Source: an optimization exercise on an open RTL-to-GDS flow (aim: small area, a short achievable clock period and few clock cycles per item). Production flows keep margins and buffers that such runs may drop.
No functional check of the RTL was part of any run shown here.
No activity file was given, so power comes from the tool's default toggle rates.

`flow/config.mk`:
```
export PLATFORM = sky130hd
export DESIGN_NAME = counter_priority_task_scheduler_core
export DESIGN_NICKNAME = counter_priority_task_scheduler_core
export VERILOG_FILES = /design/flow/design.v
export SDC_FILE = /design/flow/constraint.sdc
export NUM_CORES = 4
export LEC_CHECK = 0
export CAP_MARGIN = 20
export CORE_MARGIN = 2
export CORE_UTILIZATION = 40
export SLEW_MARGIN = 20
```
`flow/constraint.sdc`:
```
create_clock -name core_clock -period 6.0 [get_ports {clock}]
set_input_delay 1.2000 -clock core_clock [delete_from_list [all_inputs] [get_ports {clock}]]
set_output_delay 1.2000 -clock core_clock [all_outputs]
set_load 0.01 [all_outputs]
```
`flow/design.v`:
```
package cpts_pkg;
   localparam int unsigned TASK_SLOTS_DEFAULT = 64;
   localparam int unsigned TASK_W  = 6;
   localparam int unsigned COUNT_W = 16;
   localparam int unsigned PRIO_W  = 8;
   localparam int unsigned NOPRE_W = 8;
   localparam int unsigned FUNC_W  = 3;
   localparam int unsigned CNT_W   = 9;
   localparam logic [FUNC_W-1:0] FUNC_TICK  = 3'd0;
   localparam logic [FUNC_W-1:0] FUNC_YIELD = 3'd1;
   localparam logic [FUNC_W-1:0] FUNC_PDIS  = 3'd2;
   localparam logic [FUNC_W-1:0] FUNC_PEN   = 3'd3;
   localparam logic [FUNC_W-1:0] FUNC_SET   = 3'd4;
endpackage
module cpts_scan #(
   parameter int unsigned N    = 64,
   parameter int unsigned KW   = 10,
   parameter int unsigned CUT  = 32'b0000010000
) (
   input  logic              clock,
   input  logic [N*KW-1:0]   keys,
   output logic [KW-1:0]     best,
   output logic [N-1:0]      win_set
);
   logic [KW*N-1:0]  set_q, set_d;
   logic [KW*KW-1:0] best_q, best_d;
   genvar s;
   generate
      for (s = 0; s < KW; s++) begin : g_step
         localparam int unsigned B = KW - 1 - s;
         logic [N-1:0]  cur, hit;
         logic [KW-1:0] bst;
         if (s == 0) begin : g_first
            assign cur = '1;
            assign bst = '0;
         end else if ((CUT >> (s - 1)) & 1) begin : g_reg
            assign cur = set_q[(s-1)*N +: N];
            assign bst = best_q[(s-1)*KW +: KW];
         end else begin : g_comb
            assign cur = set_d[(s-1)*N +: N];
            assign bst = best_d[(s-1)*KW +: KW];
         end
         for (genvar i = 0; i < N; i++) begin : g_hit
            assign hit[i] = cur[i] & keys[i*KW + B];
         end
         assign best_d[s*KW +: KW] = bst | ((|hit) ? KW'(1) << B : KW'(0));
         assign set_d[s*N +: N]    = (|hit) ? hit : cur;
         if ((CUT >> s) & 1) begin : g_q
            always_ff @(posedge clock) begin
               set_q[s*N +: N]    <= set_d[s*N +: N];
               best_q[s*KW +: KW] <= best_d[s*KW +: KW];
            end
         end else begin : g_nq
            assign set_q[s*N +: N]    = '0;
            assign best_q[s*KW +: KW] = '0;
         end
      end
   endgenerate
   always_ff @(posedge clock) begin
      best   <= best_d[(KW-1)*KW +: KW];
      win_set <= set_d[(KW-1)*N +: N];
   end
endmodule
module counter_priority_task_scheduler_core #(
   parameter int unsigned TASK_SLOTS = cpts_pkg::TASK_SLOTS_DEFAULT
) (
   input  logic          clock,
   input  logic          reset,
   input  logic          req_valid,
   output logic          req_ready,
   input  logic [2:0]    req_func,
   input  logic [5:0]    req_slot,
   input  logic          req_present,
   input  logic          req_ready_req,
   input  logic [7:0]    req_prio,
   input  logic [7:0]    req_start_count,
   output logic          rsp_valid,
   input  logic          rsp_ready,
   output logic [5:0]    rsp_current_task,
   output logic          rsp_switched,
   output logic          rsp_rescheduled,
   output logic [15:0]   rsp_current_count
);
   localparam int unsigned N    = 64;
   localparam int unsigned IW   = 6;
   localparam int unsigned CW   = cpts_pkg::CNT_W;
   localparam int unsigned PW   = cpts_pkg::PRIO_W;
   localparam int unsigned NW   = cpts_pkg::NOPRE_W;
   localparam int unsigned KW   = CW + 1;
   localparam int unsigned SEL_CUT = 32'b0010101010;
   localparam int unsigned SEL_LAT = $countones(SEL_CUT) + 3;
   localparam int unsigned RSP_W   = 6 + 1 + 1 + 16;
   localparam int unsigned REQ_W   = 5 + IW + 2 + PW + 8 + 1;
   logic             e0_valid, e1_valid;
   logic [REQ_W-1:0] e0_data, e1_data, in_data;
   logic             r_tick, r_yield, r_pdis, r_pen, r_set;
   logic [IW-1:0]    r_slot;
   logic             r_present, r_rdy;
   logic [PW-1:0]    r_prio;
   logic [7:0]       r_start;
   logic             r_start_le1;
   assign in_data = {(req_func == cpts_pkg::FUNC_TICK),
                     (req_func == cpts_pkg::FUNC_YIELD),
                     (req_func == cpts_pkg::FUNC_PDIS),
                     (req_func == cpts_pkg::FUNC_PEN),
                     (req_func == cpts_pkg::FUNC_SET),
                     req_slot, req_present, req_ready_req,
                     (req_prio == '0) ? PW'(1) : req_prio,
                     req_start_count, (req_start_count <= 8'd1)};
   assign {r_tick, r_yield, r_pdis, r_pen, r_set, r_slot, r_present, r_rdy,
           r_prio, r_start, r_start_le1} = e0_data;
   assign req_ready = !e1_valid;
   logic [N-1:0]    t_v;             
   logic            p0, r0;
   logic [N*CW-1:0] t_cnt;
   logic [N*PW-1:0] t_prio;
   logic [N*NW-1:0] t_nopre;
   logic [IW-1:0]   run;
   logic [15:0]     run_cnt;
   logic [NW-1:0]   run_nopre;
   logic            run_le1;         
   logic            run_nz;          
   logic            refill_mode;     
   logic [3:0]      stale;           
   logic            stale_any;
   logic            w_set;
   logic [IW-1:0]   w_set_slot;
   logic            w_set_v, w_set_p, w_set_r;
   logic [PW-1:0]   w_set_prio;
   logic [CW-1:0]   w_set_cnt;
   logic            w_zero;          
   logic [IW-1:0]   w_zero_slot;
   logic            w_nopre;         
   logic [IW-1:0]   w_nopre_slot;
   logic [NW-1:0]   w_nopre_val;
   logic            w_refill;
   logic [N*KW-1:0] keys;
   logic [KW-1:0]   sel_best;
   logic [N-1:0]    sel_set;
   logic [N-1:0]    sel_before, sel_oh;
   logic [IW-1:0]   sel_win;
   logic [NW-1:0]   sel_nopre;
   logic            s_any, s_zero, s_le1, s_nz;
   logic [CW-1:0]   s_best;
   logic [IW-1:0]   s_win;
   logic [NW-1:0]   s_nopre;
   localparam int unsigned M  = 2;
   localparam int unsigned EW = KW + IW + NW + 3;
   logic [M*EW-1:0] rk, rk_d;
   logic [M-1:0]    rk_ok, rk_ok_d;
   logic [N-1:0]    x_mask, x_mask_d;
   logic            h_v, h_v_d, h_more, h_more_d;
   logic [EW-1:0]   h_ent, h_ent_d;
   logic            rk_upd, rk_app, rk_clr, unmask, unmask_q;
   logic [EW-1:0]   u_ent, s_ent;
   logic [KW-1:0]   u_key;
   logic [IW-1:0]   u_slot;
   logic            up_v;
   logic [KW-1:0]   up_key;
   logic [IW-1:0]   up_slot;
   logic            e_ok, e_any, e_zero, e_le1, e_nz;
   logic [KW-1:0]   e_key;
   logic [IW-1:0]   e_win;
   logic [NW-1:0]   e_nopre;
   logic [N-1:0]    excl;
   logic [KW-1:0]   s_key;
   logic            s_good;
   always_comb begin
      for (int i = 0; i < N; i++) begin
         excl[i] = x_mask[i];
         keys[i*KW +: KW] = {t_v[i] && !excl[i], t_cnt[i*CW +: CW]};
      end
   end
   cpts_scan #(
      .N   (N),
      .KW  (KW),
      .CUT (SEL_CUT)
   ) u_scan (
      .clock   (clock),
      .keys    (keys),
      .best    (sel_best),
      .win_set (sel_set)
   );
   always_comb begin
      logic [N-1:0] pre;
      pre = sel_set;
      for (int d = 1; d < N; d = d * 2) begin
         pre = pre | (pre << d);
      end
      sel_before = pre << 1;
      sel_oh     = sel_set & ~sel_before;
      sel_win    = '0;
      sel_nopre  = '0;
      for (int i = 0; i < N; i++) begin
         if (sel_oh[i]) sel_win = sel_win | IW'(i);
         sel_nopre = sel_nopre | (t_nopre[i*NW +: NW] & {NW{sel_oh[i]}});
      end
   end
   always_ff @(posedge clock) begin
      s_any   <= sel_best[CW];
      s_best  <= sel_best[CW-1:0];
      s_zero  <= (sel_best[CW-1:0] == '0);
      s_le1   <= (sel_best[CW-1:0] <= CW'(1));
      s_win   <= sel_win;
      s_nopre <= sel_nopre;
      s_nz    <= (sel_nopre == '0);
   end
   logic             o0_valid, o1_valid;
   logic [RSP_W-1:0] o0_data, o1_data;
   logic [RSP_W-1:0] push_data;
   logic             pop;
   logic resched_op, go, do_simple, do_resch, do_none, do_refill, do_sw, do_post;
   logic consume, set_en, set_run;
   logic [15:0] dec_cnt;
   logic [CW-1:0] c0_refill;
   assign resched_op = r_yield || (r_tick && run_le1 && run_nz);
   assign go         = e0_valid && !o1_valid && !refill_mode;
   assign do_simple  = go && !resched_op;
   assign do_resch   = go && resched_op && e_ok && !up_v;
   assign do_none    = do_resch && !e_any;
   assign do_refill  = do_resch && e_any && e_zero;
   assign do_sw      = do_resch && e_any && !e_zero;
   assign do_post    = e0_valid && !o1_valid && refill_mode && e_ok && !up_v;
   assign consume    = do_simple || do_none || do_sw || do_post;
   assign set_en  = do_simple && r_set;
   assign set_run = (r_slot == run);
   assign dec_cnt   = (run_cnt == 16'h8000) ? run_cnt : run_cnt - 16'd1;
   assign c0_refill = p0 ? CW'(t_cnt[0 +: CW] >> 1) + CW'(t_prio[0 +: PW]) : t_cnt[0 +: CW];
   always_ff @(posedge clock) begin
      if (reset) begin
         e0_valid <= 1'b0;
         e1_valid <= 1'b0;
      end else begin
         if (!e0_valid || consume) begin
            e0_valid <= e1_valid || req_valid;
            e1_valid <= 1'b0;
         end else if (req_valid && !e1_valid) begin
            e1_valid <= 1'b1;
         end
      end
      if (!e0_valid || consume) begin
         e0_data <= e1_valid ? e1_data : in_data;
      end
      if (!e1_valid) begin
         e1_data <= in_data;
      end
   end
   always_ff @(posedge clock) begin
      if (reset) begin
         w_set    <= 1'b0;
         w_zero   <= 1'b0;
         w_nopre  <= 1'b0;
         w_refill <= 1'b0;
      end else begin
         w_set    <= set_en;
         w_zero   <= do_none || do_sw || do_post;
         w_nopre  <= (do_none && (run != '0)) || do_sw || do_refill;
         w_refill <= do_refill;
      end
      w_set_slot   <= r_slot;
      w_set_v      <= r_present && r_rdy;
      w_set_p      <= r_present;
      w_set_r      <= r_rdy;
      w_set_prio   <= r_prio;
      w_set_cnt    <= set_run ? CW'(0) : CW'(r_start);
      w_zero_slot  <= do_none ? IW'(0) : e_win;
      w_nopre_slot <= run;
      w_nopre_val  <= run_nopre;
   end
   always_ff @(posedge clock) begin
      for (int i = 0; i < N; i++) begin
         if (w_set && (w_set_slot == IW'(i))) begin
            t_cnt[i*CW +: CW]   <= w_set_cnt;
            t_prio[i*PW +: PW]  <= w_set_prio;
            t_nopre[i*NW +: NW] <= '0;
         end else begin
            if (w_refill) begin
               t_cnt[i*CW +: CW] <= (i == 0) ? c0_refill : CW'(t_prio[i*PW +: PW]);
            end else if (w_zero && (w_zero_slot == IW'(i))) begin
               t_cnt[i*CW +: CW] <= '0;
            end
            if (w_nopre && (w_nopre_slot == IW'(i))) begin
               t_nopre[i*NW +: NW] <= w_nopre_val;
            end
         end
      end
      if (reset) begin
         t_cnt[0 +: CW]   <= '0;
         t_prio[0 +: PW]  <= PW'(1);
         t_nopre[0 +: NW] <= '0;
      end
   end
   always_ff @(posedge clock) begin
      if (reset) begin
         t_v <= N'(1);
         p0  <= 1'b1;
         r0  <= 1'b1;
      end else if (w_set) begin
         for (int i = 0; i < N; i++) begin
            if (w_set_slot == IW'(i)) t_v[i] <= w_set_v;
         end
         if (w_set_slot == '0) begin
            p0 <= w_set_p;
            r0 <= w_set_r;
         end
      end
   end
   always_ff @(posedge clock) begin
      if (reset) begin
         run         <= '0;
         run_cnt     <= '0;
         run_nopre   <= '0;
         run_le1     <= 1'b1;
         run_nz      <= 1'b1;
         refill_mode <= 1'b0;
      end else begin
         if (do_simple) begin
            if (r_tick) begin
               run_cnt <= dec_cnt;
               run_le1 <= run_cnt[15] || (run_cnt <= 16'd2);
            end
            if (r_pdis) begin
               if (run_nopre != '1) run_nopre <= run_nopre + NW'(1);
               run_nz <= 1'b0;
            end
            if (r_pen) begin
               if (run_nopre != '0) run_nopre <= run_nopre - NW'(1);
               run_nz <= (run_nopre <= NW'(1));
            end
            if (r_set && set_run) begin
               run_cnt   <= 16'(r_start);
               run_le1   <= r_start_le1;
               run_nopre <= '0;
               run_nz    <= 1'b1;
            end
         end
         if (do_none) begin
            run     <= '0;
            run_cnt <= 16'(t_cnt[0 +: CW]);
            run_le1 <= (t_cnt[0 +: CW] <= CW'(1));
            if (run != '0) begin
               run_nopre <= t_nopre[0 +: NW];
               run_nz    <= (t_nopre[0 +: NW] == '0);
            end
         end
         if (do_refill) begin
            refill_mode <= 1'b1;
         end
         if (do_sw || do_post) begin
            run         <= e_win;
            run_cnt     <= 16'(e_key[CW-1:0]);
            run_le1     <= e_le1;
            run_nopre   <= e_nopre;
            run_nz      <= e_nz;
            refill_mode <= 1'b0;
         end
      end
   end
   always_ff @(posedge clock) begin
      if (reset || unmask || unmask_q) begin
         stale     <= 4'(SEL_LAT);
         stale_any <= 1'b1;
      end else if (stale != '0) begin
         stale     <= stale - 4'd1;
         stale_any <= (stale != 4'd1);
      end
   end
   function automatic logic beats(input logic [KW-1:0] ka, input logic [IW-1:0] ia,
                                  input logic [KW-1:0] kb, input logic [IW-1:0] ib);
      beats = (ka > kb) || ((ka == kb) && (ia < ib));
   endfunction
   function automatic logic [EW-1:0] mk_ent(input logic [KW-1:0] k, input logic [IW-1:0] w,
                                           input logic [NW-1:0] np);
      mk_ent = {k, w, np, (k[CW-1:0] == '0), (k[CW-1:0] <= CW'(1)), (np == '0)};
   endfunction
   assign {e_key, e_win, e_nopre, e_zero, e_le1, e_nz} = rk[0 +: EW];
   assign e_ok  = rk_ok[0];
   assign e_any = e_key[CW];
   always_ff @(posedge clock) begin
      if (reset) begin
         up_v <= 1'b0;
      end else begin
         up_v <= set_en || do_sw;
      end
      up_slot <= set_en ? r_slot : e_win;
      up_key  <= set_en ? ((r_present && r_rdy) ? {1'b1, set_run ? CW'(0) : CW'(r_start)} : KW'(0))
                        : {1'b1, CW'(0)};
   end
   assign u_slot = up_slot;
   assign u_key  = up_key;
   assign u_ent  = mk_ent(u_key, u_slot, '0);
   assign s_key  = s_any ? {1'b1, s_best} : KW'(0);
   assign s_ent  = {s_key, s_win, s_nopre, s_zero, s_le1, s_nz};
   assign rk_upd = up_v;
   assign rk_clr = do_refill || do_post;
   assign s_good = !stale_any && (!s_any || !x_mask[s_win]);
   always_comb begin
      logic [M-1:0]        mem, bt, okc, btc;
      logic [(M+1)*EW-1:0] ext;
      logic [M*EW-1:0]     cmp;
      logic                found, ins, was_h, d_v, h_beats, done, full;
      logic [EW-1:0]       d_ent, cand;
      int                  q, nc;
      rk_d     = rk;
      rk_ok_d  = rk_ok;
      x_mask_d = x_mask;
      h_v_d    = h_v;
      h_more_d = h_more;
      h_ent_d  = h_ent;
      unmask   = 1'b0;
      rk_app   = 1'b0;
      ext      = {{EW{1'b0}}, rk};
      for (int j = 0; j < M; j++) begin
         mem[j] = rk_ok[j] && rk[j*EW + EW - 1] && (rk[j*EW + 3 + NW +: IW] == u_slot);
         bt[j]  = rk_ok[j] && beats(rk[j*EW + 3 + NW + IW +: KW], rk[j*EW + 3 + NW +: IW],
                                    u_key, u_slot);
      end
      found = 1'b0;
      for (int j = 0; j < M; j++) begin
         found = found || mem[j];
         cmp[j*EW +: EW] = found ? ext[(j+1)*EW +: EW] : ext[j*EW +: EW];
         okc[j] = found ? ((j + 1 < M) ? rk_ok[(j+1) % M] : 1'b0) : rk_ok[j];
         btc[j] = found ? ((j + 1 < M) ? bt[(j+1) % M] : 1'b0) : bt[j];
      end
      q  = 0;
      nc = 0;
      for (int j = 0; j < M; j++) begin
         if (btc[j]) q = j + 1;
         if (okc[j]) nc = j + 1;
      end
      ins = u_key[CW] && (q < nc);
      d_v   = 1'b0;
      d_ent = u_ent;
      if (!ins) begin
         d_v = u_key[CW];
      end else if (nc == M) begin
         d_ent = cmp[(M-1)*EW +: EW];
         d_v   = d_ent[EW-1];
      end
      was_h   = h_v && (h_ent[3 + NW +: IW] == u_slot);
      h_beats = !ins ? beats(u_key, u_slot, h_ent[3 + NW + IW +: KW], h_ent[3 + NW +: IW])
                     : beats(rk[(M-1)*EW + 3 + NW + IW +: KW], rk[(M-1)*EW + 3 + NW +: IW],
                             h_ent[3 + NW + IW +: KW], h_ent[3 + NW +: IW]);
      done = 1'b0;
      for (int j = 0; j < M; j++) begin
         if (rk_ok[j] && !rk[j*EW + EW - 1]) done = 1'b1;
      end
      full = rk_ok[M-1];
      cand = (h_v && beats(h_ent[3 + NW + IW +: KW], h_ent[3 + NW +: IW], s_key, s_win))
             ? h_ent : s_ent;
      if (rk_clr) begin
         rk_ok_d  = '0;
         x_mask_d = '0;
         h_v_d    = 1'b0;
         h_more_d = 1'b0;
         unmask   = 1'b1;
      end else if (rk_upd) begin
         for (int j = 0; j < M; j++) begin
            if (j < q) begin
               rk_d[j*EW +: EW] = cmp[j*EW +: EW];
               rk_ok_d[j]       = okc[j];
            end else if (j == q) begin
               rk_d[j*EW +: EW] = ins ? u_ent : cmp[j*EW +: EW];
               rk_ok_d[j]       = ins || okc[j];
            end else begin
               rk_d[j*EW +: EW] = ins ? cmp[(j-1)*EW +: EW] : cmp[j*EW +: EW];
               rk_ok_d[j]       = ins ? okc[j-1] : okc[j];
            end
         end
         x_mask_d[u_slot] = 1'b1;
         if (was_h && h_more && !(d_v && (d_ent[3 + NW +: IW] == u_slot) && h_beats)) begin
            unmask = 1'b1;
         end else if (was_h) begin
            h_v_d   = d_v;
            h_ent_d = d_ent;
         end else if (d_v) begin
            if (!h_v) begin
               h_v_d   = 1'b1;
               h_ent_d = d_ent;
            end else begin
               h_more_d = 1'b1;
               if (h_beats) h_ent_d = d_ent;
            end
         end
      end else if (!do_none && s_good && !full && !done) begin
         rk_app = 1'b1;
         for (int j = 0; j < M; j++) begin
            if (!rk_ok[j] && ((j == 0) || rk_ok[(j+M-1) % M])) begin
               rk_d[j*EW +: EW] = cand;
               rk_ok_d[j]       = 1'b1;
            end
         end
         if (cand == h_ent && h_v) begin
            h_v_d = 1'b0;
            if (h_more) unmask = 1'b1;
         end else if (s_any) begin
            x_mask_d[s_win] = 1'b1;
         end
      end
      if (unmask && !rk_clr) begin
         h_v_d    = 1'b0;
         h_more_d = 1'b0;
      end
      if (unmask_q && !rk_clr) begin
         x_mask_d = '0;
         for (int j = 0; j < M; j++) begin
            if (rk_ok[j] && rk[j*EW + EW - 1]) x_mask_d[rk[j*EW + 3 + NW +: IW]] = 1'b1;
         end
         if (rk_upd) x_mask_d[u_slot] = 1'b1;
      end
   end
   always_ff @(posedge clock) begin
      if (reset) begin
         x_mask   <= '0;
         h_v      <= 1'b0;
         h_more   <= 1'b0;
         unmask_q <= 1'b0;
      end else begin
         unmask_q <= unmask && !rk_clr;
         x_mask <= x_mask_d;
         h_v    <= h_v_d;
         h_more <= h_more_d;
      end
      h_ent <= h_ent_d;
   end
   always_ff @(posedge clock) begin
      if (reset) begin
         rk_ok <= '0;
      end else begin
         rk_ok <= rk_ok_d;
      end
      rk <= rk_d;
   end
   always_comb begin
      push_data = {run, 1'b0, 1'b0, run_cnt};
      if (do_simple) begin
         if (r_tick)
            push_data = {run, 1'b0, 1'b0, dec_cnt};
         else if (r_set && set_run)
            push_data = {run, 1'b0, 1'b0, 16'(r_start)};
      end else if (do_none) begin
         push_data = {IW'(0), (run != '0), 1'b1, 16'(t_cnt[0 +: CW])};
      end else begin
         push_data = {e_win, (e_win != run), 1'b1, 16'(e_key[CW-1:0])};
      end
   end
   assign pop = o0_valid && rsp_ready;
   always_ff @(posedge clock) begin
      if (reset) begin
         o0_valid <= 1'b0;
         o1_valid <= 1'b0;
      end else begin
         if (!o0_valid || pop) begin
            o0_valid <= o1_valid || consume;
            o1_valid <= 1'b0;
         end else if (consume) begin
            o1_valid <= 1'b1;
         end
      end
      if (!o0_valid || pop) begin
         o0_data <= o1_valid ? o1_data : push_data;
      end
      if (consume && o0_valid && !pop) begin
         o1_data <= push_data;
      end
   end
   assign rsp_valid         = o0_valid;
   assign rsp_current_task  = o0_data[RSP_W-1 -: 6];
   assign rsp_switched      = o0_data[17];
   assign rsp_rescheduled   = o0_data[16];
   assign rsp_current_count = o0_data[15:0];
endmodule
```
`flow/run.sh`:
```
#!/bin/bash
# synth_recipe.tcl (not shown) runs the flow's synth.tcl, then flattens the netlist and writes it again
# the make line also repeats each setting of config.mk as NAME=value (left out here)
make -C /OpenROAD-flow-scripts/flow DESIGN_CONFIG=/design/flow/config.mk WORK_HOME=/design/flow/orfs CLKGATE_MAP_FILE= SYNTH_SCRIPT=/design/flow/synth_recipe.tcl finish
```
==> flow_summary.yaml, run 1 <==
floorplan:
  core_area_um2: 254000
  io_pins: 57
  die_area_um2: 259000
  die_w_um: 509
  die_h_um: 509
  fp-row-count: 185
  start_util_pct: 40.2
sta:
  fin_tns_setup_ns: 0
  rsz0062_at_grt: "false"
  fin_worst_skew_ns: 0.0839
  setup-violations-final: 0
  post-route-period-util_pct: 90.9
  finalHoldViolCount: 0
  timing.hold.ws_ns: 0.310
  fin_crit_ns: 5.45
  max_freq_mhz: 183
  worst_pin_slew_ns: 1.26
  setup_ws_ns: 0.549
  slew_viol_final: 0
  slew_headroom_pct: 15.8
synthesis:
  synth_edf_count: 1167
  syn-cell-area_um2: 102000
  async_reset_ff_share_pct: 0
  synth_ff_type: "dfxtp_1"
  ys_warn_count: 14
  syn-num-nets: 10200
  avgSynthCellArea_um2: 10.2
  synth_area_leaders: "edfxtp_1 34%, dfxtp_1 23%, nand2_1 6.9%, a21oi_1 3.5%, o21ai_0 3.1%"
  yosysSeqAreaShare_pct: 57.4
  ys_types: 101
  yosysTopAreaCell: "edfxtp_1"
  ys_ff_latch: 2343
  synth.top_cell.area_share_pct: 34.3
  syn-instance-count: 10000
power_and_ir_drop:
  p_per_area_nw_per_um2: 338
  switching_share_pct: 28.4
  cellLeakagePower_nw: 37.6
  power_frac_seq_pct: 45.2
  ir_worst_vdd_uv: 364
  p_switching_mw: 11.0
  intPower_mw: 27.8
  clockPowerShare_pct: 42.2
  power_frac_comb_pct: 12.7
  finalPower_mw: 38.8
finish:
  syn_to_final_growth_pct: 12.4
  fin_area_um2: 115000
  drive_above_1_share_pct: 11.2
  layout.nets: 9956
  layout_commonest_cell: "nand2_1"
  multi_input_area_um2: 40700
  final_cell_mix: "1877 x nand2_1, 1167 x edfxtp_1, 1146 x dfxtp_1"
  n_fill_cell: 23400
  seq_area_um2: 58600
global_routing:
  antenna_found_initial: 25
  grt-busiest-layer: "met2"
  grt_use_met2_pct: 48.0
  track_usage_pct: 32.3
  grtUsageMet1_pct: 44.6
  grt_start_max_net_pins: 159
  grt_pass1_wl_um: 598000
  overflow: 0
  grt_pass1_vias: 76900
  gr-usage-met3_pct: 5.83
status:
  outcome: "no timing/DRC/antenna violations"
clock_tree:
  numClockSinks: 2343
  ctsResizeCount: 0
  cts_tree: "yes"
  clock_latency_ns: 0.95
  cts_root_buf: "clkbuf_16"
  cts_hold_buf: 0
  post_cts_buffers: 0
  ctsHtreeMaxLevel: 5
  cts_buffer_depth: 4
  cts_made_buffers: 278
  clk_pin_slew_ns: 0.06
placement:
  place_area_um2: 106000
  gp_congestion: 0.985
  preCtsSetupSlack_ns: 0.697
  hpwl_um: 305000
  port_buffers: 56
worst_setup_path:
  critPathRequiredTime_ns: 6.83
  worstPathArrival_ns: 6.28
  cp-end-kind: "flop"
  critPathKind: "flop to flop"
  critPathLaunchType: "flop"
  r2r_cells: 10
  cp_max_fo: 21
drt:
  drt-pass1-iter-count: 7
  dr_total_vias: 84900
  drt-total-wl_um: 432000
  routedWlPerCell_um: 32.3
  ant_nets: 0
  drtIter0Drc: 13500
  viasPerCell: 6.34
  drc_errors: 0
hold_path:
  hold_depth: 0
  min_path_type: "flop to flop"
job:
  drv_cap: 0
==> cell families after synthesis <==
group,count (synthesis),synth area share (%)
compound gates,2601,17.2
xor+xnor,69,0.592
fa+ha+maj,110,1.36
buf+inv,836,3.45
flops,2343,57.4
mux,342,3.67
simple gates,3715,16.4
==> cell usage after synthesis, types with 34 or more instances <==
cell type,instances
nor3_1,86
ha_1,109
nand2_1,1877
nand4_1,135
a21oi_1,706
or3_1,86
clkbuf_1,586
o22ai_1,95
mux2_2,58
inv_1,92
edfxtp_1,1167
nand2b_1,81
o221ai_1,61
o21ai_0,639
nor4_1,68
a221oi_1,67
buf_2,52
nand3_1,519
a22oi_1,163
o211ai_1,280
buf_1,48
mux2i_1,264
o221a_2,243
dfxtp_1,1176
nor2_1,599
nor2b_1,36
a31oi_1,34
xnor2_1,39
a22o_1,63
and2_1,49
==> metrics by stage <==
step	cells	utilization, %
global placement	12900	41.8
finish	13400	45.2
floorplan	10000	-
CTS	13400	45.2
global route	13400	45.2
detailed placement	12900	41.8
==> sequential cells by signal (all words and copies together) (netlist names), 9 cells and up <==
| signal | cells |
|---|---|
| run_cnt | 16 |
| o1_data | 24 |
| u_scan.set_q | 256 |
| t_nopre | 512 |
| u_scan.best | 10 |
| up_key | 9 |
| e0_data | 30 |
| h_ent | 27 |
| t_prio | 512 |
| u_scan.best_q | 20 |
| o0_data | 24 |
| t_v | 64 |
| e1_data | 30 |
| u_scan.win_set | 64 |
| rk | 54 |
| t_cnt | 513 |
| x_mask | 64 |
| s_best | 9 |
==> cell type report <==
| type | count | share of cell area, % |
|---|---|---|
| Sequential cell | 2343 | 51.1 |
| Multi-Input combinational cell | 6837 | 35.5 |
| Clock buffer | 384 | 6.79 |
| Tap cell | 3366 | 3.67 |
| Timing Repair Buffer | 258 | 1.96 |
| Clock inverter | 93 | 0.709 |
| Inverter | 97 | 0.317 |
| Antenna cell | 14 | 0.0305 |
==> power groups by stage <==
stage,clock network [mW],registers [mW],logic [mW]
3_3_place_gp,0,17.8,4.71
6_report,16.4,17.5,4.91
5_1_grt,17.1,17.5,5.11
4_1_cts,16.5,17.5,4.76
2_1_floorplan,0,17.6,3.21
3_5_place_dp,0,17.8,4.74
==> worst paths after layout <==
path / startpoint / end / slack [ns]
max reg2reg: u_scan.win_set[1] / s_nz / 0.55
max: u_scan.win_set[1] / s_nz / 0.55
min: u_scan.best_q[76] / u_scan.best[6] / 0.31
min reg2reg: u_scan.best_q[76] / u_scan.best[6] / 0.31
==> metal layers <==
metal / share of wire, % / wire length [µm]
met5: 0.012 / 50
met4: 6.5 / 28000
met3: 10 / 45300
met2: 43 / 186000
met1: 40 / 173000
==> critical path, cell delays in order, from the launching register on <==
cell and delay (ns):
dfxtp_1 1.01, nor4_4 0.18, nand3_1 0.32, buf_4 0.25, or3_1 0.75, nor2_1 0.27, and3_1 0.45, a222oi_1 0.98
nand4_1 0.30, or4_1 0.63, nor4b_2 0.22
==> inputs of run 2 (changes only) <==
--- a/flow/config.mk
+++ b/flow/config.mk
@@ -7,5 +7,6 @@
 export LEC_CHECK = 0
 export CAP_MARGIN = 20
 export CORE_MARGIN = 2
-export CORE_UTILIZATION = 40
+export CORE_UTILIZATION = 60
+export SETUP_SLACK_MARGIN = 1.5
 export SLEW_MARGIN = 20
==> run 2 against run 1 <==
  * Power down 3.5%
  * Global-route usage up 15 points
  * Setup slack better by 0.89 ns
  * Register-to-register slack improved by 0.89 ns
  * Cell count fell by 8.7%
  * Hold slack is essentially flat
  * Largest cell class unchanged
  * Critical path depth unchanged
  * Synthesized cell count is the same
  * Clock power fell by 9%
  * Final area fell by 1.6%
  * Sequential power about the same
  * Critical path type unchanged
==> flow_summary.yaml, run 2 <==
status:
  outcome: "no timing/DRC/antenna violations"
synthesis:
  synth.top_cell.area_share_pct: 34.3
  ys_types: 101
  netlist_top_cells_count: "1877 x nand2_1, 1176 x dfxtp_1, 1167 x edfxtp_1"
  ys_warn_count: 14
  syn-cell-area_um2: 102000
  yosysSeqAreaShare_pct: 57.4
  synth_area_leaders: "edfxtp_1 34%, dfxtp_1 23%, nand2_1 6.9%, a21oi_1 3.5%, o21ai_0 3.1%"
  synth_ff_type: "dfxtp_1"
  yosysTopAreaCell: "edfxtp_1"
  yosysMostFrequentCell: "nand2_1"
  syn-instance-count: 10000
  syn-num-nets: 10200
  ys_ff_latch: 2343
  async_reset_ff_share_pct: 0
  avgSynthCellArea_um2: 10.2
  synth_edf_count: 1167
floorplan:
  die_area_um2: 173000
  die_h_um: 416
  die_w_um: 416
  io_pins: 57
  core_area_um2: 169000
  start_util_pct: 60.3
  fp-row-count: 151
global_routing:
  antenna_found_initial: 19
  grt_pass1_vias: 79000
  grt-busiest-layer: "met2"
  track_usage_pct: 47.4
  overflow: 0
  grt_pass1_wl_um: 586000
  gr-usage-met3_pct: 17.1
  grt_use_met2_pct: 66.7
  grtUsageMet1_pct: 61.0
  grt_start_max_net_pins: 202
placement:
  hpwl_um: 290000
  port_buffers: 56
  gp_congestion: 1.08
clock_tree:
  cts_root_buf: "clkbuf_16"
  numClockSinks: 2343
  cts_hold_buf: 0
  clock_latency_ns: 0.92
  ctsHtreeMaxLevel: 4
  cts_buffer_depth: 3
  clk_pin_slew_ns: 0.07
  cts_made_buffers: 229
  cts_tree: "yes"
worst_setup_path:
  r2r_cells: 10
  cp-end-kind: "flop"
  critPathRequiredTime_ns: 6.61
  worstPathArrival_ns: 5.17
  cp_max_fo: 42
  critPathKind: "flop to flop"
  critPathLaunchType: "flop"
finish:
  drive_above_1_share_pct: 11.5
  multi_input_area_um2: 40800
  largest_reg_flops: 513
  final_cell_mix: "1877 x nand2_1, 1167 x edfxtp_1, 1142 x dfxtp_1"
  seq_area_um2: 58600
  regMostFlops: "t_cnt"
  layout.nets: 9938
  reg.largest.list: "t_cnt: 513 flops, t_nopre: 512 flops, t_prio: 512 flops"
  n_fill_cell: 12900
  layout_commonest_cell: "nand2_1"
  syn_to_final_growth_pct: 10.7
job:
  drv_cap: 0
sta:
  slew_viol_final: 0
  post-route-period-util_pct: 76.1
  fin_tns_setup_ns: 0
  setup-violations-final: 0
  fin_crit_ns: 4.56
  slew_headroom_pct: 9.88
  max_freq_mhz: 219
  fin_worst_skew_ns: 0.0581
  rsz0062_at_grt: "false"
  worst_pin_slew_ns: 1.35
  finalHoldViolCount: 0
drt:
  drt-total-wl_um: 420000
  drtIter0Drc: 15200
  drt-pass1-iter-count: 11
  routedWlPerCell_um: 34.4
  viasPerCell: 7.11
  ant_nets: 0
  dr_total_vias: 87000
  drc_errors: 0
power_and_ir_drop:
  finalPower_mw: 37.4
  ir_worst_vdd_uv: 409
  p_per_area_nw_per_um2: 331
  cellLeakagePower_nw: 37.4
hold_path:
  hold_depth: 0
  min_path_type: "flop to flop"
-- run 2: cell counts after synthesis --
Identical to the previous run, type by type.
-- run 2: final timing paths --
kind | from | endpoint | slack [ns]
setup / recovery | s_win[2] | rk[24] | 1.44
hold / removal | u_scan.best_q[19] | u_scan.best_q[39] | 0.31
setup reg to reg | s_win[2] | rk[24] | 1.44
hold reg to reg | u_scan.best_q[19] | u_scan.best_q[39] | 0.31
-- run 2: cells by family (layout without fill, tap and decap cells) --
family                     after synthesis  in the layout  synth area share (%)
xor gates and xnor gates                69             69                 0.592
adders and majority gates              110            110                  1.36
DFF                                   2343           2343                  57.4
buffers and inverters                  836            821                  3.45
and+or+nand+nor                       3715           3715                  16.4
AOI/OAI and AO/OA                     2601           2601                  17.2
muxes                                  342            342                  3.67
other                                    0             12                     0
-- run 2: timing repair --
item	4_1_cts	5_1_grt
gates resized for setup	19	21
gates cloned	1	1
pin swaps	2	2
setup buffers	3	6
hold endpoints to repair	0	0
setup endpoints to repair	65	151
-- run 2: layout make-up --
class / instances / area share, %
sequential: 2343 / 51.9
multi-input combinational: 6837 / 36.1
clock buffer: 312 / 5.70
tap: 2218 / 2.46
timing repair buffer: 289 / 2.29
clock inverter: 123 / 1.17
inverter: 97 / 0.328
antenna: 12 / 0.0266
-- run 2: critical path, stage by stage, from the launching register on --
cell and delay [ns]:
dfxtp_1 0.90, clkinvlp_4 0.53, ha_1 0.42, a21o_1 0.16, a31oi_1 0.14, o21ai_0 0.14, a21oi_1 0.50, o22ai_4 0.12
buf_4 0.33, a311oi_1 0.90, a21oi_1 0.11
-- run 2: through the flow --
| stage | util, % | instances | instance area [µm²] | setup WS (ns) | hold slack, ns |
|---|---|---|---|---|---|
| after floorplan | - | 10000 | 102000 | 1.57 | 0.310 |
| after global placement | 61.8 | 11800 | 105000 | 1.20 | 0.310 |
| after detailed placement | 61.9 | 11800 | 105000 | 1.15 | 0.312 |
| after CTS | 66.6 | 12200 | 113000 | 1.52 | 0.309 |
| after global routing | 66.7 | 12200 | 113000 | 1.46 | 0.315 |
| final | 66.7 | 12200 | 113000 | 1.44 | 0.309 |
-- run 2: routing by layer --
layer | wire length (µm) | up-vias
met2 | 171000 | 7123
met5 | 82 | -
li1 | - | 36600
met1 | 147000 | 41700
met3 | 65600 | 1535
met4 | 36200 | 14
-- run 2: power breakdown --
| group | switching [mW] | internal (mW) | total (mW) |
|---|---|---|---|
| combinational | 3.81 | 1.22 | 5.03 |
| clock | 6.56 | 8.35 | 14.9 |
| sequential | 0.423 | 17.1 | 17.5 |
| total | 10.8 | 26.6 | 37.4 |
==> inputs of run 3 (changes only) <==
--- a/flow/design.v
+++ b/flow/design.v
@@ -14,50 +14,68 @@
 endpackage
 module cpts_scan #(
    parameter int unsigned N    = 64,
+   parameter int unsigned G    = 8,
    parameter int unsigned KW   = 10,
-   parameter int unsigned CUT  = 32'b0000010000
+   parameter int unsigned CUT  = 32'b0000100100
 ) (
    input  logic              clock,
    input  logic [N*KW-1:0]   keys,
+   input  logic [N-1:0]      mask,
    output logic [KW-1:0]     best,
+   output logic [N/G-1:0]    win_grp,
    output logic [N-1:0]      win_set
 );
+   localparam int unsigned NG = N / G;
    logic [KW*N-1:0]  set_q, set_d;
+   logic [KW*NG-1:0] grp_q, grp_d;
    logic [KW*KW-1:0] best_q, best_d;
    genvar s;
    generate
       for (s = 0; s < KW; s++) begin : g_step
          localparam int unsigned B = KW - 1 - s;
-         logic [N-1:0]  cur, hit;
+         logic [N-1:0]  cur, hit, nxt;
+         logic [NG-1:0] gcur, gbit, ghit;
          logic [KW-1:0] bst;
          if (s == 0) begin : g_first
-            assign cur = '1;
-            assign bst = '0;
+            assign cur  = ~mask;
+            assign gcur = '1;
+            assign bst  = '0;
          end else if ((CUT >> (s - 1)) & 1) begin : g_reg
-            assign cur = set_q[(s-1)*N +: N];
-            assign bst = best_q[(s-1)*KW +: KW];
+            assign cur  = set_q[(s-1)*N +: N];
+            assign gcur = grp_q[(s-1)*NG +: NG];
+            assign bst  = best_q[(s-1)*KW +: KW];
          end else begin : g_comb
-            assign cur = set_d[(s-1)*N +: N];
-            assign bst = best_d[(s-1)*KW +: KW];
-         end
-         for (genvar i = 0; i < N; i++) begin : g_hit
-            assign hit[i] = cur[i] & keys[i*KW + B];
-         end
-         assign best_d[s*KW +: KW] = bst | ((|hit) ? KW'(1) << B : KW'(0));
-         assign set_d[s*N +: N]    = (|hit) ? hit : cur;
+            assign cur  = set_d[(s-1)*N +: N];
+            assign gcur = grp_d[(s-1)*NG +: NG];
+            assign bst  = best_d[(s-1)*KW +: KW];
+         end
+         for (genvar g = 0; g < NG; g++) begin : g_grp
+            for (genvar i = 0; i < G; i++) begin : g_hit
+               assign hit[g*G+i] = cur[g*G+i] & keys[(g*G+i)*KW + B];
+            end
+            assign gbit[g] = |hit[g*G +: G];
+            assign nxt[g*G +: G] = gbit[g] ? hit[g*G +: G] : cur[g*G +: G];
+         end
+         assign ghit = gcur & gbit;
+         assign best_d[s*KW +: KW] = bst | ((|ghit) ? KW'(1) << B : KW'(0));
+         assign grp_d[s*NG +: NG]  = (|ghit) ? ghit : gcur;
+         assign set_d[s*N +: N]    = nxt;
          if ((CUT >> s) & 1) begin : g_q
             always_ff @(posedge clock) begin
                set_q[s*N +: N]    <= set_d[s*N +: N];
+               grp_q[s*NG +: NG]  <= grp_d[s*NG +: NG];
                best_q[s*KW +: KW] <= best_d[s*KW +: KW];
             end
          end else begin : g_nq
             assign set_q[s*N +: N]    = '0;
+            assign grp_q[s*NG +: NG]  = '0;
             assign best_q[s*KW +: KW] = '0;
          end
       end
    endgenerate
    always_ff @(posedge clock) begin
-      best   <= best_d[(KW-1)*KW +: KW];
+      best    <= best_d[(KW-1)*KW +: KW];
+      win_grp <= grp_d[(KW-1)*NG +: NG];
       win_set <= set_d[(KW-1)*N +: N];
    end
 endmodule
@@ -87,8 +105,9 @@
    localparam int unsigned PW   = cpts_pkg::PRIO_W;
    localparam int unsigned NW   = cpts_pkg::NOPRE_W;
    localparam int unsigned KW   = CW + 1;
-   localparam int unsigned SEL_CUT = 32'b0010101010;
-   localparam int unsigned SEL_LAT = $countones(SEL_CUT) + 3;
+   localparam int unsigned SEL_G   = 8;
+   localparam int unsigned SEL_CUT = 32'b0001001000;
+   localparam int unsigned SEL_LAT = 2 + 4;    
    localparam int unsigned RSP_W   = 6 + 1 + 1 + 16;
    localparam int unsigned REQ_W   = 5 + IW + 2 + PW + 8 + 1;
    logic             e0_valid, e1_valid;
@@ -137,7 +156,14 @@
    logic [N*KW-1:0] keys;
    logic [KW-1:0]   sel_best;
    logic [N-1:0]    sel_set;
-   logic [N-1:0]    sel_before, sel_oh;
+   logic [N/SEL_G-1:0] sel_grp, sel_goh;
+   logic [N-1:0]    t1_oh;
+   logic            t1_any, t1_zero, t1_le1, s_masked;
+   logic [CW-1:0]   t1_best;
+   logic            xs1_v, xs2_v;
+   logic [IW-1:0]   xs1, xs2;
+   logic            rk_clr_q;
+   logic [N-1:0]    sel_oh;
    logic [IW-1:0]   sel_win;
    logic [NW-1:0]   sel_nopre;
    logic            s_any, s_zero, s_le1, s_nz;
@@ -162,48 +188,66 @@
    logic [KW-1:0]   e_key;
    logic [IW-1:0]   e_win;
    logic [NW-1:0]   e_nopre;
-   logic [N-1:0]    excl;
    logic [KW-1:0]   s_key;
    logic            s_good;
+   logic            cand_h_w;
    always_comb begin
       for (int i = 0; i < N; i++) begin
-         excl[i] = x_mask[i];
-         keys[i*KW +: KW] = {t_v[i] && !excl[i], t_cnt[i*CW +: CW]};
+         keys[i*KW +: KW] = {t_v[i], t_cnt[i*CW +: CW]};
       end
    end
    cpts_scan #(
       .N   (N),
+      .G   (SEL_G),
       .KW  (KW),
       .CUT (SEL_CUT)
    ) u_scan (
       .clock   (clock),
       .keys    (keys),
+      .mask    (x_mask),
       .best    (sel_best),
+      .win_grp (sel_grp),
       .win_set (sel_set)
    );
    always_comb begin
-      logic [N-1:0] pre;
-      pre = sel_set;
-      for (int d = 1; d < N; d = d * 2) begin
-         pre = pre | (pre << d);
-      end
-      sel_before = pre << 1;
-      sel_oh     = sel_set & ~sel_before;
-      sel_win    = '0;
-      sel_nopre  = '0;
+      logic seen;
+      seen = 1'b0;
+      for (int g = 0; g < N / SEL_G; g++) begin
+         sel_goh[g] = sel_grp[g] && !seen;
+         seen       = seen || sel_grp[g];
+      end
+      for (int g = 0; g < N / SEL_G; g++) begin
+         seen = 1'b0;
+         for (int i = g * SEL_G; i < (g + 1) * SEL_G; i++) begin
+            sel_oh[i] = sel_goh[g] && sel_set[i] && !seen;
+            seen      = seen || sel_set[i];
+         end
+      end
+   end
+   always_ff @(posedge clock) begin
+      t1_oh   <= sel_oh;
+      t1_any  <= sel_best[CW];
+      t1_best <= sel_best[CW-1:0];
+      t1_zero <= (sel_best[CW-1:0] == '0);
+      t1_le1  <= (sel_best[CW-1:0] <= CW'(1));
+   end
+   always_comb begin
+      sel_win   = '0;
+      sel_nopre = '0;
       for (int i = 0; i < N; i++) begin
-         if (sel_oh[i]) sel_win = sel_win | IW'(i);
-         sel_nopre = sel_nopre | (t_nopre[i*NW +: NW] & {NW{sel_oh[i]}});
+         if (t1_oh[i]) sel_win = sel_win | IW'(i);
+         sel_nopre = sel_nopre | (t_nopre[i*NW +: NW] & {NW{t1_oh[i]}});
       end
    end
    always_ff @(posedge clock) begin
-      s_any   <= sel_best[CW];
-      s_best  <= sel_best[CW-1:0];
-      s_zero  <= (sel_best[CW-1:0] == '0);
-      s_le1   <= (sel_best[CW-1:0] <= CW'(1));
-      s_win   <= sel_win;
-      s_nopre <= sel_nopre;
-      s_nz    <= (sel_nopre == '0);
+      s_any    <= t1_any;
+      s_best   <= t1_best;
+      s_zero   <= t1_zero;
+      s_le1    <= t1_le1;
+      s_win    <= sel_win;
+      s_nopre  <= sel_nopre;
+      s_nz     <= (sel_nopre == '0);
+      s_masked <= |(t1_oh & x_mask);
    end
    logic             o0_valid, o1_valid;
    logic [RSP_W-1:0] o0_data, o1_data;
@@ -216,11 +260,11 @@
    assign resched_op = r_yield || (r_tick && run_le1 && run_nz);
    assign go         = e0_valid && !o1_valid && !refill_mode;
    assign do_simple  = go && !resched_op;
-   assign do_resch   = go && resched_op && e_ok && !up_v;
+   assign do_resch   = go && resched_op && e_ok && !up_v && !rk_clr_q;
    assign do_none    = do_resch && !e_any;
    assign do_refill  = do_resch && e_any && e_zero;
    assign do_sw      = do_resch && e_any && !e_zero;
-   assign do_post    = e0_valid && !o1_valid && refill_mode && e_ok && !up_v;
+   assign do_post    = e0_valid && !o1_valid && refill_mode && e_ok && !up_v && !rk_clr_q;
    assign consume    = do_simple || do_none || do_sw || do_post;
    assign set_en  = do_simple && r_set;
    assign set_run = (r_slot == run);
@@ -253,8 +297,8 @@
          w_refill <= 1'b0;
       end else begin
          w_set    <= set_en;
-         w_zero   <= do_none || do_sw || do_post;
-         w_nopre  <= (do_none && (run != '0)) || do_sw || do_refill;
+         w_zero   <= set_en || do_none || do_sw || do_post;
+         w_nopre  <= set_en || (do_none && (run != '0)) || do_sw || do_refill;
          w_refill <= do_refill;
       end
       w_set_slot   <= r_slot;
@@ -262,26 +306,23 @@
       w_set_p      <= r_present;
       w_set_r      <= r_rdy;
       w_set_prio   <= r_prio;
-      w_set_cnt    <= set_run ? CW'(0) : CW'(r_start);
-      w_zero_slot  <= do_none ? IW'(0) : e_win;
-      w_nopre_slot <= run;
-      w_nopre_val  <= run_nopre;
+      w_set_cnt    <= (set_en && !set_run) ? CW'(r_start) : CW'(0);
+      w_zero_slot  <= set_en ? r_slot : do_none ? IW'(0) : e_win;
+      w_nopre_slot <= set_en ? r_slot : run;
+      w_nopre_val  <= set_en ? NW'(0) : run_nopre;
    end
    always_ff @(posedge clock) begin
       for (int i = 0; i < N; i++) begin
+         if (w_refill) begin
+            t_cnt[i*CW +: CW] <= (i == 0) ? c0_refill : CW'(t_prio[i*PW +: PW]);
+         end else if (w_zero && (w_zero_slot == IW'(i))) begin
+            t_cnt[i*CW +: CW] <= w_set_cnt;
+         end
+         if (w_nopre && (w_nopre_slot == IW'(i))) begin
+            t_nopre[i*NW +: NW] <= w_nopre_val;
+         end
          if (w_set && (w_set_slot == IW'(i))) begin
-            t_cnt[i*CW +: CW]   <= w_set_cnt;
-            t_prio[i*PW +: PW]  <= w_set_prio;
-            t_nopre[i*NW +: NW] <= '0;
-         end else begin
-            if (w_refill) begin
-               t_cnt[i*CW +: CW] <= (i == 0) ? c0_refill : CW'(t_prio[i*PW +: PW]);
-            end else if (w_zero && (w_zero_slot == IW'(i))) begin
-               t_cnt[i*CW +: CW] <= '0;
-            end
-            if (w_nopre && (w_nopre_slot == IW'(i))) begin
-               t_nopre[i*NW +: NW] <= w_nopre_val;
-            end
+            t_prio[i*PW +: PW] <= w_set_prio;
          end
       end
       if (reset) begin
@@ -392,13 +433,14 @@
    assign s_key  = s_any ? {1'b1, s_best} : KW'(0);
    assign s_ent  = {s_key, s_win, s_nopre, s_zero, s_le1, s_nz};
    assign rk_upd = up_v;
-   assign rk_clr = do_refill || do_post;
-   assign s_good = !stale_any && (!s_any || !x_mask[s_win]);
+   assign rk_clr = rk_clr_q;
+   assign s_good = !stale_any && (!s_any || !(s_masked || (xs1_v && (xs1 == s_win)) ||
+                                              (xs2_v && (xs2 == s_win))));
    always_comb begin
       logic [M-1:0]        mem, bt, okc, btc;
       logic [(M+1)*EW-1:0] ext;
       logic [M*EW-1:0]     cmp;
-      logic                found, ins, was_h, d_v, h_beats, done, full;
+      logic                found, ins, was_h, d_v, h_beats, done, full, cand_h;
       logic [EW-1:0]       d_ent, cand;
       int                  q, nc;
       rk_d     = rk;
@@ -446,8 +488,9 @@
          if (rk_ok[j] && !rk[j*EW + EW - 1]) done = 1'b1;
       end
       full = rk_ok[M-1];
-      cand = (h_v && beats(h_ent[3 + NW + IW +: KW], h_ent[3 + NW +: IW], s_key, s_win))
-             ? h_ent : s_ent;
+      cand_h = h_v && beats(h_ent[3 + NW + IW +: KW], h_ent[3 + NW +: IW], s_key, s_win);
+      cand   = cand_h ? h_ent : s_ent;
+      cand_h_w = cand_h;
       if (rk_clr) begin
          rk_ok_d  = '0;
          x_mask_d = '0;
@@ -482,7 +525,7 @@
                if (h_beats) h_ent_d = d_ent;
             end
          end
-      end else if (!do_none && s_good && !full && !done) begin
+      end else if (s_good && !full && !done) begin
          rk_app = 1'b1;
          for (int j = 0; j < M; j++) begin
             if (!rk_ok[j] && ((j == 0) || rk_ok[(j+M-1) % M])) begin
@@ -490,7 +533,7 @@
                rk_ok_d[j]       = 1'b1;
             end
          end
-         if (cand == h_ent && h_v) begin
+         if (cand_h) begin
             h_v_d = 1'b0;
             if (h_more) unmask = 1'b1;
          end else if (s_any) begin
@@ -515,13 +558,21 @@
          h_v      <= 1'b0;
          h_more   <= 1'b0;
          unmask_q <= 1'b0;
+         rk_clr_q <= 1'b0;
+         xs1_v    <= 1'b0;
+         xs2_v    <= 1'b0;
       end else begin
+         rk_clr_q <= do_refill || do_post;
+         xs1_v    <= rk_upd && !rk_clr;
+         xs2_v    <= rk_app && !cand_h_w && s_any;
          unmask_q <= unmask && !rk_clr;
          x_mask <= x_mask_d;
          h_v    <= h_v_d;
          h_more <= h_more_d;
       end
       h_ent <= h_ent_d;
+      xs1   <= u_slot;
+      xs2   <= s_win;
    end
    always_ff @(posedge clock) begin
       if (reset) begin
--- a/flow/config.mk
+++ b/flow/config.mk
@@ -7,6 +7,6 @@
 export LEC_CHECK = 0
 export CAP_MARGIN = 20
 export CORE_MARGIN = 2
-export CORE_UTILIZATION = 60
-export SETUP_SLACK_MARGIN = 1.5
+export CORE_UTILIZATION = 45
+export SETUP_SLACK_MARGIN = 3.0
 export SLEW_MARGIN = 20
==> run 3 against run 2 <==
  * Via count shrank 13%
  * Hold slack gained 0.0079 ns
  * Synthesized area shrank 5.1%
  * Highest routed layer unchanged
==> flow_summary.yaml, run 3 <==
hold_path:
  min_path_type: "flop to flop"
  hold_depth: 0
  hold_start: "t1_best[8]"
  hold-path-endpoint: "s_best[8]"
worst_setup_path:
  critPathRequiredTime_ns: 6.57
  critPathLaunchType: "flop"
  r2r_cells: 16
  critPathKind: "flop to flop"
  r2r_slack_ns: 2.08
  cp-end-kind: "flop"
  worstPathArrival_ns: 4.49
  rr_startpoint: "rk[44]"
  r2r_end: "h_ent[2]"
  cp_max_fo: 4
synthesis:
  ys_ff_latch: 2322
  synth_ff_type: "edfxtp_1"
  yosysTopAreaCell: "edfxtp_1"
  synth_edf_count: 1671
  netlist_top_cells_count: "1671 x edfxtp_1, 1431 x nand2_1, 651 x dfxtp_1"
  yosysMostFrequentCell: "edfxtp_1"
  synth.top_cell.area_share_pct: 51.8
  ys_types: 99
  avgSynthCellArea_um2: 11.8
  yosysSeqAreaShare_pct: 65.2
  ys_warn_count: 19
  syn-num-nets: 8325
  syn-cell-area_um2: 96900
  syn-instance-count: 8184
  async_reset_ff_share_pct: 0
  synth_area_leaders: "edfxtp_1 52%, dfxtp_1 13%, nand2_1 5.5%, a21oi_1 2.7%, nor2_1 1.9%"
clock_tree:
  cts_root_buf: "clkbuf_16"
  cts_made_buffers: 234
  clock_latency_ns: 0.93
  cts_tree: "yes"
  cts_hold_buf: 0
  clk_pin_slew_ns: 0.06
  ctsHtreeMaxLevel: 4
  numClockSinks: 2322
  cts_buffer_depth: 3
finish:
  final_cell_mix: "1671 x edfxtp_1, 1391 x nand2_1, 532 x buf_4"
  n_fill_cell: 17400
  multi_input_area_um2: 36700
  largest_reg_flops: 513
  fin_area_um2: 121000
  regMostFlops: "t_cnt"
  seq_area_um2: 63500
  reg.largest.list: "t_cnt: 513 flops, t_nopre: 512 flops, t_prio: 512 flops"
  drive_above_1_share_pct: 25.4
  layout.nets: 8943
  layout_commonest_cell: "edfxtp_1"
  syn_to_final_growth_pct: 25.0
  finish.utilization_pct: 56.5
floorplan:
  die_area_um2: 219000
  fp-row-count: 170
  core_area_um2: 214000
  die_w_um: 468
  io_pins: 57
  start_util_pct: 45.2
  die_h_um: 468
sta:
  post-route-period-util_pct: 65.3
  fin_crit_ns: 3.92
  max_freq_mhz: 255
  finalHoldViolCount: 0
  setup-violations-final: 0
  fin_worst_skew_ns: 0.0863
  worst_pin_slew_ns: 1.46
  fin_tns_setup_ns: 0
  slew_viol_final: 0
  rsz0062_at_grt: "true"
  setup_ws_ns: 2.08
  slew_headroom_pct: 2.81
placement:
  place_area_um2: 102000
  hpwl_um: 248000
  gp_congestion: 1.01
  port_buffers: 56
  preCtsSetupSlack_ns: 0.420
global_routing:
  antenna_found_initial: 27
  overflow: 0
  track_usage_pct: 33.9
  grt_start_max_net_pins: 242
  grt_pass1_wl_um: 531000
  grt_pass1_vias: 71000
status:
  outcome: "no timing/DRC/antenna violations"
drt:
  drt-pass1-iter-count: 7
  drc_errors: 0
  ant_nets: 0
  routedWlPerCell_um: 32.6
  drtIter0Drc: 11000
  drt-total-wl_um: 386000
  viasPerCell: 6.42
  dr_total_vias: 76100
power_and_ir_drop:
  cellLeakagePower_nw: 45.0
  p_per_area_nw_per_um2: 302
  ir_worst_vdd_uv: 331
job:
  drv_cap: 0
==> run 3: cell types whose count changed after synthesis, moves of 219 or more <==
cell,change
nand3_1,-450
o21ai_0,-449
edfxtp_1,+504
dfxtp_1,-525
mux2i_1,-219
nand2_1,-446
==> run 3: how the worst max path moves through the flow <==
stage,cells past startpoint,startpoint,slack (ns),to
6_report,16,rk[44],2.08,h_ent[2]
3_3_place_gp,12,t_cnt[491],0.36,u_scan.grp_q[48]
2_1_floorplan,12,rk[39],2.29,h_ent[0]
3_5_place_dp,12,t_cnt[491],0.42,u_scan.grp_q[48]
4_1_cts,14,t_cnt[119],2.23,u_scan.win_grp[1]
5_1_grt,16,rk[44],2.06,h_ent[21]
==> run 3: per-stage QoR <==
| stage | instances | hold WS (ns) | power [mW] |
|---|---|---|---|
| after floorplan | 8184 | 0.310 | 19.5 |
| after global placement | 10900 | 0.313 | 20.7 |
| after detailed placement | 10900 | 0.313 | 20.7 |
| after CTS | 11600 | 0.316 | 36.4 |
| after global routing | 11900 | 0.318 | 37.5 |
| final | 11900 | 0.317 | 36.6 |
==> run 3: kinds of logic after synthesis <==
group | count (synthesis) | share of synthesized area [%]
buffers and inverters | 693 | 2.74
AO/OA/AOI/OAI | 2112 | 15.9
XOR/XNOR | 56 | 0.506
AND/OR/NAND/NOR | 2805 | 13.3
adder cells (fa/ha/maj) | 110 | 1.43
flip-flops | 2322 | 65.2
multiplexers | 86 | 0.941
==> run 3: cell type report <==
class | count | share of cell area [%]
diodes | 8 | 0.0165
multi-input cells | 5189 | 30.3
repair inverters | 3 | 0.0279
flip-flops and latches | 2322 | 52.4
clock inverters | 125 | 1.24
repair buffers | 821 | 6.83
clock buffers | 322 | 5.44
inverters | 231 | 0.800
well taps | 2838 | 2.93
==> run 3: repair_timing <==
item / 4_1_cts / 5_1_grt
buffers inserted: 309 / 186
resized for setup: 926 / 524
endpoints found under the setup margin: 619 / 518
pin swaps: 283 / 254
cloned: 41 / 14
==> run 3: critical path, stage by stage, from the launching register on <==
cell      delay [ns]
edfxtp_1        0.42
inv_2           0.10
ha_1            0.24
nand2b_4        0.15
a21oi_4         0.16
o221ai_4        0.16
a221oi_4        0.37
or3_4           0.23
inv_4           0.05
ha_4            0.30
a31o_4          0.12
o21ai_4         0.11
a21oi_4         0.25
nand4_1         0.22
a221oi_4        0.43
buf_6           0.19
buf_16          0.13
==> run 3: power by group <==
group          total (mW)  internal, mW  switching (mW)
clock                15.4          8.77            6.59
combinational        3.41          1.23            2.18
sequential           17.9          17.5           0.360
total                36.6          27.5            9.13
==> run 3: metal layers <==
layer  part of all wire, %  vias up  wire [µm]  track usage, %
li1                      -    32000          -               -
met1                    39    37900     150000            46.0
met2                    43     4920     168000            50.9
met3                    11     1202      43400            8.05
met4                   6.4       10      24900            17.1
met5                 0.018        -         70               0

## afterwards: timing with drivers on the ports
Ports are ideal in the flow. The routed layouts listed here were re-timed in OpenROAD.
Step 1, drivers: a clkbuf_16 drives clock and a buf_2 each remaining input, both assumed.
Step 2, shift: input delay + t, output delay - t, t = (earliest + latest rising clock arrival at the registers) / 2. This alone moves slack from input paths to output paths.
Three values: no drivers, after step 1, after step 2; two values: the first two.
run	t, ns	slack for setup (ns)	worst setup path after step 2	pins driven straight from the clock port
run 1	1.002	0.549 / 0.549 / 0.549	register to register	1
run 2	0.980	1.437 / 1.437 / 1.437	register to register	1
run 3	0.986	2.080 / 2.080 / 2.080	register to register	1
After both steps every run listed still meets setup and hold.
